Background: an optimization exercise with open tools, aiming at small area, a short achievable clock period and few clock cycles per item. Do not read the settings as production practice. The RTL was checked by simulation tests, not by an equivalence proof against the original design. Power figures rest on the tool's default switching activity, not on a simulated workload.

$ cat design/flow/config.mk
export PLATFORM = sky130hd
export DESIGN_NAME = apu_cluster
export DESIGN_NICKNAME = apu_cluster
export VERILOG_FILES = /design/flow/design.v
export SDC_FILE = /design/flow/constraint.sdc
export NUM_CORES = 4
export LEC_CHECK = 0
export CAP_MARGIN = 20
export CORE_MARGIN = 2
export CORE_UTILIZATION = 40
export PLACE_DENSITY = 0.6
export SETUP_SLACK_MARGIN = 5
export SLEW_MARGIN = 20
$ cat design/flow/design.v
`timescale 1ns/1ps
package apu_pkg;
   localparam int NB_CORES = 4;
   localparam int NB_TYPES = 2;
   localparam int TAG_W    = $clog2(NB_CORES);
   localparam int MULT_LATENCY = 3;
   localparam int DIV_LATENCY  = 34;
   typedef logic [31:0]         word_t;
   typedef logic [TAG_W-1:0]    core_tag_t;
   typedef logic [NB_CORES-1:0] core_mask_t;
   typedef logic [1:0] op_t;
   typedef enum logic [$clog2(NB_TYPES)-1:0] {
      APU_MULT,
      APU_DIV
   } apu_type_e;
   typedef enum logic [1:0] {
      MUL_LO,
      MUL_H,
      MUL_HSU,
      MUL_HU
   } mult_op_e;
   typedef enum logic [1:0] {
      DIV_S,
      DIV_U,
      REM_S,
      REM_U
   } div_op_e;
endpackage
`timescale 1ns/1ps
module apu_core_unit (
   input  logic        clk_i,
   input  logic        rst_i,
   input  logic        req_i,
   input  logic        type_i,
   input  logic [1:0]  op_i,
   input  logic [31:0] operand_a_i,
   input  logic [31:0] operand_b_i,
   output logic        ack_o,
   output logic        valid_o,
   output logic [31:0] result_o
);
   logic        ph_neg_q;    
   logic        ph_div_q;    
   logic        ph_mul_q;    
   logic        ph_fin_q;    
   logic        busy;
   logic [4:0]  cnt_q;
   logic        ack_q;
   logic        valid_q;
   logic        dneg_q;      
   logic        ext_q;       
   logic        rem_q;       
   logic        neg_q_q;     
   logic        neg_r_q;     
   logic        hi_q;        
   logic        uhi_q;       
   logic        xs_div_q;    
   logic        xs_mul_q;    
   logic        ys_d_q;      
   logic        ys_2d_q;     
   logic        ys_q_q;      
   logic        ys_r_q;      
   logic        inv_q;       
   logic        cin_q;       
   logic [32:0] r_q;
   logic [31:0] q_q;
   logic [31:0] d_q;
   assign busy = ph_neg_q | ph_div_q | ph_mul_q | ph_fin_q;
   logic [34:0] d_ext;
   logic [34:0] x_op;
   logic [34:0] y_op;
   logic [34:0] sum;
   logic [35:0] sum_c;
   assign d_ext = {{3{ext_q}}, d_q};
   assign x_op = ({35{xs_div_q}} & {2'b00, r_q[31:0], q_q[31]})
               | ({35{xs_mul_q}} & {{2{r_q[32]}}, r_q});
   assign y_op = ({35{ys_d_q}}  & d_ext)
               | ({35{ys_2d_q}} & {d_ext[33:0], 1'b0})
               | ({35{ys_q_q}}  & {3'b000, q_q})
               | ({35{ys_r_q}}  & {3'b000, r_q[31:0]});
   assign sum_c = {x_op, cin_q} + {y_op ^ {35{inv_q}}, cin_q};
   assign sum   = sum_c[35:1];
   logic        ok;          
   logic [31:0] d_suf;       
   logic [47:0] x16;         
   logic [35:0] x4;          
   logic        skip16;
   logic        skip4;
   assign ok = ~sum[34];
   always_comb begin
      d_suf = d_q;
      for (int s = 1; s < 32; s = s * 2) begin
         d_suf = d_suf | (d_suf >> s);
      end
   end
   assign x16 = {r_q[31:0], q_q[31:16]};
   assign x4  = {r_q[31:0], q_q[31:28]};
   always_comb begin
      skip16 = d_suf[0] & (cnt_q <= 5'd16) & ~|x16[47:31];
      skip4  = d_suf[0] & (cnt_q <= 5'd28) & ~|x4[35:31];
      for (int p = 0; p < 31; p++) begin
         skip16 = skip16 & (~x16[p] | d_suf[p+1]);
         skip4  = skip4  & (~x4[p]  | d_suf[p+1]);
      end
   end
   logic [32:0] r_nxt;
   always_comb begin
      if (ph_mul_q) begin
         r_nxt = sum[34:2];
      end else if (skip16) begin
         r_nxt = {1'b0, x16[31:0]};
      end else if (skip4) begin
         r_nxt = {1'b0, x4[31:0]};
      end else if (ok) begin
         r_nxt = {1'b0, sum[31:0]};
      end else begin
         r_nxt = {1'b0, r_q[30:0], q_q[31]};
      end
   end
   logic last_div;
   logic last_mul;
   assign last_div = skip16 ? (cnt_q == 5'd16) : skip4 ? (cnt_q == 5'd28) : (cnt_q == 5'd31);
   assign last_mul = (cnt_q == 5'd30);
   function automatic logic [2:0] booth(input logic b1, input logic b0, input logic bm1);
      booth[2] = b1;
      booth[1] = (b1 & ~b0 & ~bm1) | (~b1 & b0 & bm1);
      booth[0] = b0 ^ bm1;
   endfunction
   logic [2:0] bd_in;        
   logic [2:0] bd_nxt;       
   assign bd_in  = booth(operand_a_i[1], operand_a_i[0], 1'b0);
   assign bd_nxt = booth(q_q[3], q_q[2], q_q[1]);
   logic in_sdiv;
   assign in_sdiv = type_i & ~op_i[0];
   always_ff @(posedge clk_i) begin
      if (rst_i) begin
         ph_neg_q <= 1'b0;
         ph_div_q <= 1'b0;
         ph_mul_q <= 1'b0;
         ph_fin_q <= 1'b0;
         ack_q    <= 1'b0;
         valid_q  <= 1'b0;
      end else begin
         ack_q   <= 1'b0;
         valid_q <= 1'b0;
         if (!busy) begin
            if (req_i) begin
               ack_q    <= 1'b1;
               ph_neg_q <= in_sdiv & operand_a_i[31];
               ph_div_q <= type_i & ~(in_sdiv & operand_a_i[31]);
               ph_mul_q <= ~type_i;
            end
         end
         if (ph_neg_q) begin
            ph_neg_q <= 1'b0;
            ph_div_q <= 1'b1;
         end
         if (ph_div_q && last_div) begin
            ph_div_q <= 1'b0;
            ph_fin_q <= rem_q ? neg_r_q : neg_q_q;
            valid_q  <= rem_q ? ~neg_r_q : ~neg_q_q;
         end
         if (ph_mul_q && last_mul) begin
            ph_mul_q <= 1'b0;
            ph_fin_q <= uhi_q & q_q[1];
            valid_q  <= ~(uhi_q & q_q[1]);
         end
         if (ph_fin_q) begin
            ph_fin_q <= 1'b0;
            valid_q  <= 1'b1;
         end
      end
   end
   always_ff @(posedge clk_i) begin
      xs_div_q <= 1'b0;
      xs_mul_q <= 1'b0;
      ys_d_q   <= 1'b0;
      ys_2d_q  <= 1'b0;
      ys_q_q   <= 1'b0;
      ys_r_q   <= 1'b0;
      inv_q    <= 1'b0;
      cin_q    <= 1'b0;
      if (!busy) begin
         if (type_i) begin
            if (in_sdiv & operand_a_i[31]) begin
               ys_q_q <= 1'b1;
               inv_q  <= 1'b1;
               cin_q  <= 1'b1;
            end else begin
               xs_div_q <= 1'b1;
               ys_d_q   <= 1'b1;
               inv_q    <= 1'b1;
               cin_q    <= ~(in_sdiv & operand_b_i[31]);
            end
         end else begin
            xs_mul_q <= 1'b1;
            ys_d_q   <= bd_in[0];
            ys_2d_q  <= bd_in[1];
            inv_q    <= bd_in[2];
            cin_q    <= bd_in[2];
         end
      end
      if (ph_neg_q) begin
         xs_div_q <= 1'b1;
         ys_d_q   <= 1'b1;
         inv_q    <= 1'b1;
         cin_q    <= ~dneg_q;
      end
      if (ph_div_q) begin
         if (last_div) begin
            ys_r_q <= rem_q;
            ys_q_q <= ~rem_q;
            inv_q  <= 1'b1;
            cin_q  <= 1'b1;
         end else begin
            xs_div_q <= 1'b1;
            ys_d_q   <= 1'b1;
            inv_q    <= 1'b1;
            cin_q    <= ~dneg_q;
         end
      end
      if (ph_mul_q) begin
         if (last_mul) begin
            xs_mul_q <= 1'b1;
            ys_d_q   <= 1'b1;
         end else begin
            xs_mul_q <= 1'b1;
            ys_d_q   <= bd_nxt[0];
            ys_2d_q  <= bd_nxt[1];
            inv_q    <= bd_nxt[2];
            cin_q    <= bd_nxt[2];
         end
      end
   end
   always_ff @(posedge clk_i) begin
      if (!busy) begin
         cnt_q <= '0;
      end else if (ph_mul_q) begin
         cnt_q <= cnt_q + 5'd2;
      end else if (ph_div_q) begin
         cnt_q <= cnt_q + (skip16 ? 5'd16 : skip4 ? 5'd4 : 5'd1);
      end
   end
   always_ff @(posedge clk_i) begin
      if (!busy) begin
         r_q     <= '0;
         q_q     <= operand_a_i;
         d_q     <= (in_sdiv & operand_b_i[31]) ? ~operand_b_i : operand_b_i;
         dneg_q  <= in_sdiv & operand_b_i[31];
         ext_q   <= ~type_i & (op_i == apu_pkg::MUL_H) & operand_b_i[31];
         rem_q   <= op_i[1];
         hi_q    <= op_i != apu_pkg::MUL_LO;
         uhi_q   <= op_i == apu_pkg::MUL_HU;
         neg_r_q <= in_sdiv & operand_a_i[31];
         neg_q_q <= in_sdiv & (operand_a_i[31] ^ operand_b_i[31]) & (|operand_b_i);
      end else begin
         if (ph_div_q || ph_mul_q) begin
            r_q <= r_nxt;
         end
         if (ph_neg_q || ph_fin_q) begin
            q_q <= sum[31:0];
         end else if (ph_mul_q) begin
            q_q <= (last_mul && hi_q) ? r_nxt[31:0] : {sum[1:0], q_q[31:2]};
         end else if (ph_div_q) begin
            if (last_div && rem_q) begin
               q_q <= r_nxt[31:0];
            end else if (skip16) begin
               q_q <= {q_q[15:0], 16'h0000};
            end else if (skip4) begin
               q_q <= {q_q[27:0], 4'h0};
            end else begin
               q_q <= {q_q[30:0], ok};
            end
         end
      end
   end
   assign ack_o    = ack_q;
   assign valid_o  = valid_q;
   assign result_o = q_q;
endmodule
`timescale 1ns/1ps
module apu_cluster (
   input  logic         clk_i,
   input  logic         rst_i,
   input  logic [3:0]   req_i,
   input  logic [3:0]   type_i,
   input  logic [7:0]   op_i,
   input  logic [127:0] operand_a_i,
   input  logic [127:0] operand_b_i,
   output logic [3:0]   ack_o,
   output logic [3:0]   valid_o,
   output logic [127:0] result_o
);
   for (genvar c = 0; c < apu_pkg::NB_CORES; c++) begin : g_core
      apu_core_unit unit_i (
         .clk_i       (clk_i),
         .rst_i       (rst_i),
         .req_i       (req_i[c]),
         .type_i      (type_i[c]),
         .op_i        (op_i[2*c +: 2]),
         .operand_a_i (operand_a_i[32*c +: 32]),
         .operand_b_i (operand_b_i[32*c +: 32]),
         .ack_o       (ack_o[c]),
         .valid_o     (valid_o[c]),
         .result_o    (result_o[32*c +: 32])
      );
   end
endmodule
$ cat design/flow/run.sh
#!/bin/bash
# synth_recipe.tcl (not shown) runs the flow's synth.tcl, then flattens the netlist and writes it again
# the make line also repeats each setting of config.mk as NAME=value (left out here)
make -C /OpenROAD-flow-scripts/flow DESIGN_CONFIG=/design/flow/config.mk WORK_HOME=/design/flow/orfs CLKGATE_MAP_FILE= SYNTH_SCRIPT=/design/flow/synth_recipe.tcl finish
$ cat design/flow/constraint.sdc
create_clock -name core_clock -period 9.0 [get_ports {clk_i}]
set_input_delay 1.8000 -clock core_clock [delete_from_list [all_inputs] [get_ports {clk_i}]]
set_output_delay 1.8000 -clock core_clock [all_outputs]
set_load 0.01 [all_outputs]
==> results.sh <==
export IMPL_tns_ns=0
export IMPL_overflow=0
export IMPL_wl_per_cell_um=31.42
export IMPL_drtIter0Drc=9420
export IMPL_p_leak_nw=23.75
export IMPL_worst_ep_required_time_ns=9.45
export IMPL_root_buffer="clkbuf_16"
export IMPL_synthMuxAreaShare=0.02537
export IMPL_finalClockSkew_ns=0.03430
export IMPL_max_cap_viol_count=0
export IMPL_final_core_util=0.5610
export IMPL_crit_family="compound AO/OA/AOI/OAI gates"
export IMPL_drive_above_1_share=0.2437
export IMPL_grt_pass1_vias=50820
export IMPL_rows=123
export IMPL_synthesis_area_um2=45460
export IMPL_gp_congestion=1.011
export IMPL_powerDensity_nw_per_um2=388.6
export IMPL_grt_max_degree=70
export IMPL_hpwl_um=157000
export IMPL_dp_cells=7297
export IMPL_die_w_um=341.1
export IMPL_start_kind="flip-flop"
export IMPL_io_buffer_count=409
export IMPL_clock_latency_ns=0.70
export IMPL_min_period_over_period=0.5077
export IMPL_relSlewSlack=0.1443
export IMPL_grtUsageTotal=0.3985
export IMPL_synth_seq_cells=492
export IMPL_syn_area_per_cell_um2=8.031
export IMPL_synth_edff_count=284
export IMPL_path_cells="buf_12 > a222oi_1 > xnor2_1 > buf_4 > buf_6 > buf_6 > inv_2 > fa_2 > nor2b_4 > o31a_1 > o31a_1 > o311a_4 > o311ai_4 > o21ai_4 > a21oi_2 > xnor2_2 > nor3_2 > nor4_1 > o31a_1"
export IMPL_stdcell_area_um2=63200
export IMPL_ys_types=97
export IMPL_cpPeakStageDelay_ns=0.38
export IMPL_crit_top_cell="o31a_1"
export IMPL_yosys_area_share_simple=0.1610
export IMPL_crit_fanout=6
export IMPL_fmax_mhz=218.9
export IMPL_synth_area_leaders="edfxtp_1 (19%), dfxtp_1 (9.2%), xnor2_1 (6.6%)"
export IMPL_min_from="g_core[0].unit_i.r_q[32]$_SDFFE_PP0P_"
export IMPL_rr_startpoint="g_core[2].unit_i.ys_r_q$_SDFF_PN0_"
export IMPL_dp_slack_ns=3.747
export IMPL_die_area_um2=116400
export IMPL_dr_pass1_iters=12
export IMPL_fillers=10300
export IMPL_nets=6806
export IMPL_clk_pin_slew_ns=0.06
export IMPL_cp_slowest_cell="dfxtp_4"
export IMPL_synth_cells=5661
export IMPL_fin_ws_ns=4.431
export IMPL_grt_pass1_wl_um=349400
export IMPL_synth_compound_area_frac=0.3577
export IMPL_initial_core_util=0.4036
export IMPL_cts_made_buffers=66
export IMPL_syn2layout_area_growth_pct=39.01
export IMPL_vias=55660
export IMPL_crit_buf_inv=5
export IMPL_yosys_area_top_type="edfxtp_1"
export IMPL_setup_viol=0
export IMPL_final_common_cell="nand2_1"
export IMPL_async_flop_share=0
export IMPL_cts_sinks=492
export IMPL_fin_crit_ns=4.569
export IMPL_synthXorXnorAreaFrac=0.07513
export IMPL_vdd_drop_max_mv=0.2359
export IMPL_top_level_ports=410
export IMPL_route_detailed_drc=0
export IMPL_synth_top_family_by_area="compound AO/OA/AOI/OAI gates"
export IMPL_yosysSeqAreaShare=0.2792
export IMPL_cts_tree="done"
export IMPL_coreArea_um2=112700
export IMPL_die_y_um=341.1
export IMPL_tightest_slew_ns=1.284
export IMPL_hold_viol_final=0
export IMPL_cp_arrival_ns=5.02
export IMPL_post_dp_cell_area_um2=51050
export IMPL_rsz0062_at_grt="true"
export IMPL_yosys_warnings=1
export IMPL_final_cell_mix="nand2_1 (496), buf_4 (470), clkdlybuf4s50_1 (408), a21oi_1 (375)"
export IMPL_viasPerCell=7.013
export IMPL_synth_fa_ha_area_frac=0.04359
export IMPL_synth_top_area_frac=0.1876
export IMPL_crit_type="flip-flop to flip-flop"
export IMPL_run_status="no timing/DRC/antenna violations"
export IMPL_drv_slew=0
export IMPL_routed_wirelength_um=249300
export IMPL_cts_buffer_depth=3
export IMPL_grt_antenna_before_repair=14
export IMPL_hp_class="flip-flop to flip-flop"
export IMPL_final_cells=7936
export IMPL_crit_path_end_kind="flip-flop"
export IMPL_ant_nets=0
export IMPL_h_tree_depth=3
export IMPL_startpoint="g_core[2].unit_i.ys_r_q$_SDFF_PN0_"
export IMPL_synth_main_ff_cell="edfxtp_1"
==> worst paths after layout <==
kind	end	cells after the start	slack, ns
worst min-delay path	g_core[0].unit_i.r_q[32]$_SDFFE_PP0P_	2	0.46
worst min register to register	g_core[0].unit_i.r_q[32]$_SDFFE_PP0P_	2	0.46
worst max-delay path	g_core[2].unit_i.q_q[27]$_DFFE_PP_	19	4.43
worst max register to register	g_core[2].unit_i.q_q[27]$_DFFE_PP_	19	4.43
==> synth_stat cells (34+ instances only) <==
library cell,instances
nand2_1,527
a21oi_1,462
clkbuf_1,412
o21ai_0,376
nor2_1,347
xnor2_1,341
a22o_1,300
edfxtp_1,284
a221oi_1,220
dfxtp_1,208
ha_1,152
inv_1,151
a22oi_1,136
nand3_1,106
a211oi_1,103
a31oi_1,102
nor3_1,81
mux2i_1,77
nor4_1,74
a21o_1,72
nor2b_1,63
o211ai_1,62
buf_1,57
and3_1,53
nor3b_1,53
xor2_1,49
nand2b_1,46
o22ai_1,46
o21a_1,45
a221o_1,41
and2_1,40
o221ai_1,39
mux2_2,34
==> per-layer routing <==
layer,routed length [µm],global-route usage
met1,88670,0.4944
met2,101200,0.5844
met3,36650,0.1355
met4,22710,0.2651
met5,78,0.003676
==> cells by family (layout without fill, tap and decap cells) <==
| family | Yosys count | count (layout) |
|---|---|---|
| other cells | 1 | 134 |
| flops | 492 | 492 |
| buf+inv | 676 | 1315 |
| fa+ha+maj | 156 | 156 |
| simple gates | 1525 | 1528 |
| xor+xnor | 390 | 390 |
| mux | 111 | 111 |
| compound gates | 2310 | 2310 |
==> report_power, final <==
part / internal, mW / switching (mW)
logic: 7.59 / 9.99
registers: 2.92 / 1.23
clock network: 1.62 / 1.21
total: 12.1 / 12.4
==> state kept, by name, indices dropped and copies added (netlist names), 20 cells and up <==
register	count
g_core.unit_i.d_q	128
g_core.unit_i.cnt_q	20
g_core.unit_i.q_q	128
g_core.unit_i.r_q	132
==> worst reg2reg max path: stages, from the launching register on <==
cell,delay (ns)
dfxtp_4,0.38
buf_12,0.15
a222oi_1,0.38
xnor2_1,0.18
buf_4,0.19
buf_6,0.11
buf_6,0.10
inv_2,0.05
fa_2,0.22
nor2b_4,0.05
o31a_1,0.25
o31a_1,0.31
o311a_4,0.38
o311ai_4,0.36
o21ai_4,0.13
a21oi_2,0.22
xnor2_2,0.16
nor3_2,0.30
nor4_1,0.09
o31a_1,0.32
==> layout make-up <==
type / instances / area (µm²) / area share
diodes: 6 / 15.01 / 0.0002376
well taps: 1500 / 1877 / 0.02970
repair buffers: 1033 / 10360 / 0.1640
repair inverters: 1 / 8.758 / 0.0001386
flip-flops and latches: 492 / 12780 / 0.2022
multi-input cells: 4623 / 35290 / 0.5583
clock buffers: 85 / 1826 / 0.02889
clock inverters: 37 / 406.6 / 0.006435
inverters: 159 / 636.9 / 0.01008
==> through the flow <==
step / power (mW) / hold slack [ns]
2_1_floorplan: 11.12 / 0.4167
6_report: 24.56 / 0.4635
3_5_place_dp: 15.01 / 0.4737
3_3_place_gp: 15.05 / 0.4420
4_1_cts: 21.57 / 0.4664
5_1_grt: 25.12 / 0.5060
==> what timing repair did <==
item | CTS | global route
hold buffers | 0 | 0
buffers inserted | 368 | 100
endpoints found under the setup margin | 286 | 302
resized for setup | 796 | 445
pin swaps | 331 | 325
gates cloned | 28 | 14
Testbench counts, summed over its fixed seeds: cycles 12,043, jobs 3,072.

[afterwards: timing with drivers on the ports]
How much do the figures lean on ideal ports? The routed layout below was timed once more, with nothing changed but the port constraints. Step 1 assumes that a clkbuf_16 drives the clock port and a buf_2 every other input. Step 2 also shifts input and output timing later by t, the mid clock arrival at the registers, as if the neighbouring blocks saw the same clock. Slacks: ideal / step 1 / step 2; pairs: ideal / step 1.
shift t [ns]: 0.752
slack for setup (ns): 4.431 / 4.431 / 4.431
worst register clock-pin slew, ns: 0.07 / 0.07
After both steps setup and hold are still met in this run. The setup slack of this run moves by 0.000 ns with the drivers and by 0.000 ns with both steps.
